From an optimization exercise on the open Yosys and OpenROAD flow, aimed at small area and a short achievable clock period; shortcuts taken in it are not production practice.
Where RTL was checked, it was by simulation tests only, not by an equivalence proof against the original.

==> flow/design.v (excerpt) <==
module am_mult_top
(
  input  logic                      clk,
  input  logic                      arst_n,
  input  logic [am_pkg::OP_W-1:0]   a,
  input  logic [am_pkg::OP_W-1:0]   b,
  output logic [am_pkg::PROD_W-1:0] product
);
Size: ~1900 cells after synthesis, roughly 98 I/O pins, about 24000 µm² of cells after synthesis.
clock: 9.5 ns
lec_check: 0
cap_margin: 50
core_margin: 2
core_utilization: 40
slew_margin: 70
synth_hierarchical: 1
synth_minimum_keep_size: 0
buffer_ports_args: -buffer_cell sky130_fd_sc_hd__buf_2
setup_slack_margin: 6.3
standard.sh (not shown) runs the stock make flow with config.mk's settings and CLKGATE_MAP_FILE= SYNTH_SCRIPT=/design/flow/synth_recipe.tcl, a recipe that flattens the netlist after the stock synthesis.
==> flow/flow/run.sh <==
#!/bin/bash
set -euo pipefail
echo 'export BUFFER_PORTS_ARGS = -buffer_cell sky130_fd_sc_hd__buf_2' >> config.mk
echo 'export SETUP_SLACK_MARGIN = 6.3' >> config.mk
bash standard.sh > standard.log 2>&1
Next try:
--- a/flow/flow/run.sh
+++ b/flow/flow/run.sh
@@ -4 +3,0 @@
-echo 'export SETUP_SLACK_MARGIN = 6.3' >> config.mk
- SETUP_SLACK_MARGIN: 6.3 -> unset
Outcome:
- first-iteration DRC count goes down by a quarter to a third
- critical path depth drops by 1
- hold slack loses 6.5 ps
- global-route usage drops by 0.62 points
- design area is lower by a few percent
- die area is unchanged
No run of this note included a check of the RTL's function; only the layout flow was run.


Another version of the RTL of am_mult_top (not shown whole).
For scale: ~430 flip-flops, about 98 I/O pins, roughly 24000 sq um of cells after synthesis.
==> flow/config.mk <==
export PLATFORM = sky130hd
export DESIGN_NAME = am_mult_top
export DESIGN_NICKNAME = am_mult_top
export VERILOG_FILES = /design/flow/design.v
export SDC_FILE = /design/flow/constraint.sdc
export NUM_CORES = 4
export LEC_CHECK = 0
export CAP_MARGIN = 50
export CORE_MARGIN = 2
export CORE_UTILIZATION = 75
export SLEW_MARGIN = 70
export SYNTH_HIERARCHICAL = 1
export SYNTH_MINIMUM_KEEP_SIZE = 0
export BUFFER_PORTS_ARGS = -buffer_cell sky130_fd_sc_hd__buf_2
export SETUP_SLACK_MARGIN = 6.3
==> flow/constraint.sdc <==
create_clock -name core_clock -period 9.5 [get_ports {clk}]
set_input_delay 1.9000 -clock core_clock [delete_from_list [all_inputs] [get_ports {clk}]]
set_output_delay 1.9000 -clock core_clock [all_outputs]
set_load 0.01 [all_outputs]
==> flow/flow/run.sh <==
#!/bin/bash
# The standard layout, with two changes to how ORFS builds it:
#  - ports are buffered with buf_2 (buffer_ports otherwise picks a slow
#    delay cell, which sits on every output path);
#  - repair_timing aims for 6.3 ns of setup slack at the design's period,
#    so that it sizes the critical paths (the SDC is not changed).
set -euo pipefail
echo 'export BUFFER_PORTS_ARGS = -buffer_cell sky130_fd_sc_hd__buf_2' >> config.mk
echo 'export SETUP_SLACK_MARGIN = 6.3' >> config.mk
bash standard.sh > standard.log 2>&1
Rerun with:
==> flow/flow/run.sh (replaced) <==
#!/bin/bash
set -euo pipefail
echo 'export BUFFER_PORTS_ARGS = -buffer_cell sky130_fd_sc_hd__buf_2' >> config.mk
echo 'export SETUP_SLACK_MARGIN = 6.3' >> config.mk
bash standard.sh > standard.log 2>&1
CORE_UTILIZATION = 40   (was 75)
Effect: The changed run ran to the end with no violations. Die area came out higher by about 90%. Clock-buffer cell count came out higher by 13. First-iteration DRC count is lower by 23%. Synthesized cell count does not change. Worst setup slack improved by 0.13 ns. Hold slack hardly moves. Routed wire length falls by about 1.3%. Via count goes down by 6.2%.
Rerun with:
CORE_UTILIZATION = 65   (was 40)
CTS_BUF_LIST = sky130_fd_sc_hd__clkbuf_8 sky130_fd_sc_hd__clkbuf_4   (was not set)
Count of clock-buffer cells in the layout climbs by 33. Wire length drops by 5.2%. Non-clock buffer count drops by 16. Maximum frequency drops by 3.6%. Via count climbs by 1.2%. Hold slack barely changes. Synthesized cell count stays the same. Worst setup slack is worse by 0.12 ns.
Rerun with:
CTS_BUF_LIST = not set   (was sky130_fd_sc_hd__clkbuf_8 sky130_fd_sc_hd__clkbuf_4)
Outcome: Count of clock-buffer cells in the layout came out lower by 40; non-clock buffer count went up by 6; fmax rises by 3.2%.
Rerun with:
==> flow/flow/run.sh (replaced) <==
#!/bin/bash
set -euo pipefail
echo 'export BUFFER_PORTS_ARGS = -buffer_cell sky130_fd_sc_hd__buf_2' >> config.mk
bash standard.sh > standard.log 2>&1
CAP_MARGIN = 20   (was 50)
CORE_UTILIZATION = 40   (was 65)
SETUP_SLACK_MARGIN = not set   (was 6.3)
SLEW_MARGIN = 20   (was 70)
Outcome:
- register-to-register slack got worse by 0.54 ns
- global-route usage fell by 12 points
- synthesized area stays the same
- non-clock buffer count went down by 30
- utilization is lower by 29 points
- worst hold slack is about the same
Rerun with:
==> flow/flow/run.sh (replaced) <==
#!/bin/bash
# The standard layout, with two changes to how ORFS builds it:
#  - ports are buffered with buf_2 (buffer_ports otherwise picks a slow
#    delay cell, which sits on every output path);
#  - repair_timing aims for 6.3 ns of setup slack at the design's period,
#    so that it sizes the critical paths (the SDC is not changed).
set -euo pipefail
echo 'export BUFFER_PORTS_ARGS = -buffer_cell sky130_fd_sc_hd__buf_2' >> config.mk
echo 'export SETUP_SLACK_MARGIN = 6.3' >> config.mk
bash standard.sh > standard.log 2>&1
CAP_MARGIN = 50   (was 20)
CORE_UTILIZATION = 65   (was 40)
SETUP_SLACK_MARGIN = 6.3   (was not set)
SLEW_MARGIN = 70   (was 20)
Global-route usage is higher by 12 points.
Die area is lower by 38%.
Synthesized area stays the same.
Final cell count is lower by about 9%.
Utilization is higher by 29 points.
Synthesized cell count does not change.


## v6
Starting RTL as in the previous note.
==> flow/design.v (excerpt) <==
module am_mult_top
(
  input  logic                      clk,
  input  logic                      arst_n,
  input  logic [am_pkg::OP_W-1:0]   a,
  input  logic [am_pkg::OP_W-1:0]   b,
  output logic [am_pkg::PROD_W-1:0] product
);
Settings: LEC_CHECK=0, CAP_MARGIN=50, CORE_MARGIN=2, CORE_UTILIZATION=65, SLEW_MARGIN=70, SYNTH_HIERARCHICAL=1, SYNTH_MINIMUM_KEEP_SIZE=0, TNS_END_PERCENT=20, BUFFER_PORTS_ARGS=-buffer_cell sky130_fd_sc_hd__buf_2, SETUP_SLACK_MARGIN=6.3; clock period 9.5 ns.
==> flow/flow/run.sh <==
#!/bin/bash
# The standard layout, with two changes to how ORFS builds it:
#  - ports are buffered with buf_2 (buffer_ports otherwise picks a slow
#    delay cell, which sits on every output path);
#  - repair_timing aims for 6.3 ns of setup slack at the design's period,
#    so that it sizes the critical paths (the SDC is not changed).
set -euo pipefail
echo 'export BUFFER_PORTS_ARGS = -buffer_cell sky130_fd_sc_hd__buf_2' >> config.mk
echo 'export SETUP_SLACK_MARGIN = 6.3' >> config.mk
bash standard.sh > standard.log 2>&1
Changes in v7 relative to v6:
- clearing SETUP_SLACK_MARGIN, which used to be 6.3
- swapping 65 for 40 in CORE_UTILIZATION
- clearing TNS_END_PERCENT, which used to be 20
==> flow/flow/run.sh <==
#!/bin/bash
set -euo pipefail
echo 'export BUFFER_PORTS_ARGS = -buffer_cell sky130_fd_sc_hd__buf_2' >> config.mk
bash standard.sh > standard.log 2>&1
--- outcome ---
- Higher met3 routing resource usage after global routing goes to v6 over v7.
- v7 vs v6, chip width went up by 53 µm.
- Sort v7 and v6 by utilization asc -> top: v7


am_mult_top, a different RTL version from the one above (not shown whole).
For scale: ~1800 cells after synthesis, ~390 flip-flops.
clock: 9.5 ns
lec_check: 0
cap_margin: 20
core_margin: 2
core_utilization: 65
cts_cluster_diameter: 120
cts_cluster_size: 22
slew_margin: 20
synth_hierarchical: 1
synth_minimum_keep_size: 0
buffer_ports_args: -buffer_cell sky130_fd_sc_hd__buf_2
setup_slack_margin: 6.3
==> flow/flow/run.sh <==
#!/bin/bash
# The standard layout, with two changes to how ORFS builds it:
#  - ports are buffered with buf_2 (buffer_ports otherwise picks a slow
#    delay cell, which sits on every output path);
#  - repair_timing aims for 6.3 ns of setup slack at the design's period,
#    so that it sizes the critical paths (the SDC is not changed).
set -euo pipefail
echo 'export BUFFER_PORTS_ARGS = -buffer_cell sky130_fd_sc_hd__buf_2' >> config.mk
echo 'export SETUP_SLACK_MARGIN = 6.3' >> config.mk
bash standard.sh > standard.log 2>&1
The baseline finished with timing, DRC and antenna clean.
==> next run, changes <==
==> flow/flow/run.sh (replaced) <==
#!/bin/bash
# The standard layout (standard.sh), with one change to how ORFS builds
# it: the ports are buffered with buf_2. buffer_ports otherwise picks a slow
# delay cell (clkdlybuf4s50), which then sits on every output path.
set -euo pipefail
echo 'export BUFFER_PORTS_ARGS = -buffer_cell sky130_fd_sc_hd__buf_2' >> config.mk
bash standard.sh > standard.log 2>&1
Settings changed: PLACE_DENSITY from default to 0.8, SETUP_SLACK_MARGIN 6.3 to default.
Fmax is lower by about a fifth.
Design area went down slightly.
Sequential cell count stays the same.
Synthesized cell count does not change.
==> next run, changes <==
==> flow/flow/run.sh (replaced) <==
#!/bin/bash
# The standard layout, with two changes to how ORFS builds it:
#  - ports are buffered with buf_2 (buffer_ports otherwise picks a slow
#    delay cell, which sits on every output path);
#  - repair_timing aims for 6.5 ns of setup slack at the design's period,
#    so that it sizes the critical paths (the SDC is not changed).
set -euo pipefail
echo 'export BUFFER_PORTS_ARGS = -buffer_cell sky130_fd_sc_hd__buf_2' >> config.mk
echo 'export SETUP_SLACK_MARGIN = 6.5' >> config.mk
bash standard.sh > standard.log 2>&1
Settings changed: CTS_CLUSTER_DIAMETER 120 to default, CTS_CLUSTER_SIZE 22 to default, PLACE_DENSITY 0.8 to default, SETUP_SLACK_MARGIN from default to 6.5.
The changed run passed the timing, design-rule and antenna checks.
Routed wire length came out higher by about a fifth.
Non-clock buffer count goes up by 46.
Count of clock-buffer cells in the layout went up by 29.
Cell count went up by a few percent.
Cell area goes up by roughly a tenth.
Clock skew is about the same.
Global-route usage climbs by 2.1 points.
==> next run, changes <==
==> flow/flow/run.sh (replaced) <==
#!/bin/bash
# The standard layout (standard.sh), with one change to how ORFS builds
# it: the ports are buffered with buf_1. buffer_ports otherwise picks a slow
# delay cell (clkdlybuf4s50), which then sits on every output path.
set -euo pipefail
echo 'export BUFFER_PORTS_ARGS = -buffer_cell sky130_fd_sc_hd__buf_1' >> config.mk
bash standard.sh > standard.log 2>&1
Settings changed: BUFFER_PORTS_ARGS -buffer_cell sky130_fd_sc_hd__buf_2 to -buffer_cell sky130_fd_sc_hd__buf_1, CTS_CLUSTER_DIAMETER from default to 120, CTS_CLUSTER_SIZE from default to 22, SETUP_SLACK_MARGIN 6.5 to default.
The changed run produced a clean layout.
Via count came out lower by a few percent.
Design area shrinks by roughly a tenth.
Synthesized cell count is unchanged.
Die area does not change.

==> afterwards: timing with drivers on the ports <==
The results above use ideal ports. As a check the final layouts listed here were re-extracted and re-timed, cells and wires unchanged. Step 1: set_driving_cell puts a clkbuf_16 on clk and a buf_2 on each other input, an assumption about the parent block. Step 2 times the ports against the registers' clock, not the clock port: input delays grow and output delays shrink by t, the midpoint of the rising clock arrivals with the driver on. a / b / c = no drivers / after step 1 / after step 2; a / b = the first two.
| run | t, ns | setup slack, ns | worst setup path after step 2 | clock arrival spread, ns | worst slew at a driven data input, ns |
|---|---|---|---|---|---|
| the first run of note 1 | 0.637 | 5.878 / 5.878 / 5.878 | register to register | 0.016 / 0.016 | 0.03 |
| the second run of note 1 | 0.631 | 5.766 / 5.766 / 5.766 | register to register | 0.013 / 0.013 | 0.05 |
| the first run of note 2 | 0.612 | 6.113 / 6.113 / 6.113 | register to register | 0.028 / 0.028 | 0.04 |
| the second run of note 2 | 0.645 | 6.241 / 6.241 / 6.241 | register to register | 0.021 / 0.022 | 0.03 |
| the third run of note 2 | 0.682 | 6.121 / 6.121 / 6.121 | register to register | 0.042 / 0.042 | 0.05 |
| the fourth run of note 2 | 0.635 | 6.225 / 6.225 / 6.225 | register to register | 0.031 / 0.030 | 0.04 |
| the fifth run of note 2 | 0.651 | 5.690 / 5.690 / 5.690 | register to register | 0.029 / 0.029 | 0.03 |
| the sixth run of note 2 | 0.635 | 6.225 / 6.225 / 6.225 | register to register | 0.031 / 0.030 | 0.04 |
| v6 | 0.637 | 6.163 / 6.163 / 6.163 | register to register | 0.033 / 0.033 | 0.04 |
| v7 | 0.647 | 5.845 / 5.845 / 5.845 | register to register | 0.023 / 0.023 | 0.03 |
| the first run of note 4 | 0.605 | 6.332 / 6.332 / 6.332 | register to register | 0.025 / 0.025 | 0.04 |
| the second run of note 4 | 0.601 | 5.772 / 5.772 / 5.772 | register to register | 0.021 / 0.021 | 0.03 |
| the third run of note 4 | 0.614 | 6.444 / 6.444 / 6.444 | register to register | 0.023 / 0.024 | 0.03 |
| the fourth run of note 4 | 0.596 | 6.043 / 6.043 / 6.043 | register to register | 0.049 / 0.048 | 0.04 |
After both steps setup and hold are still met in every run listed.
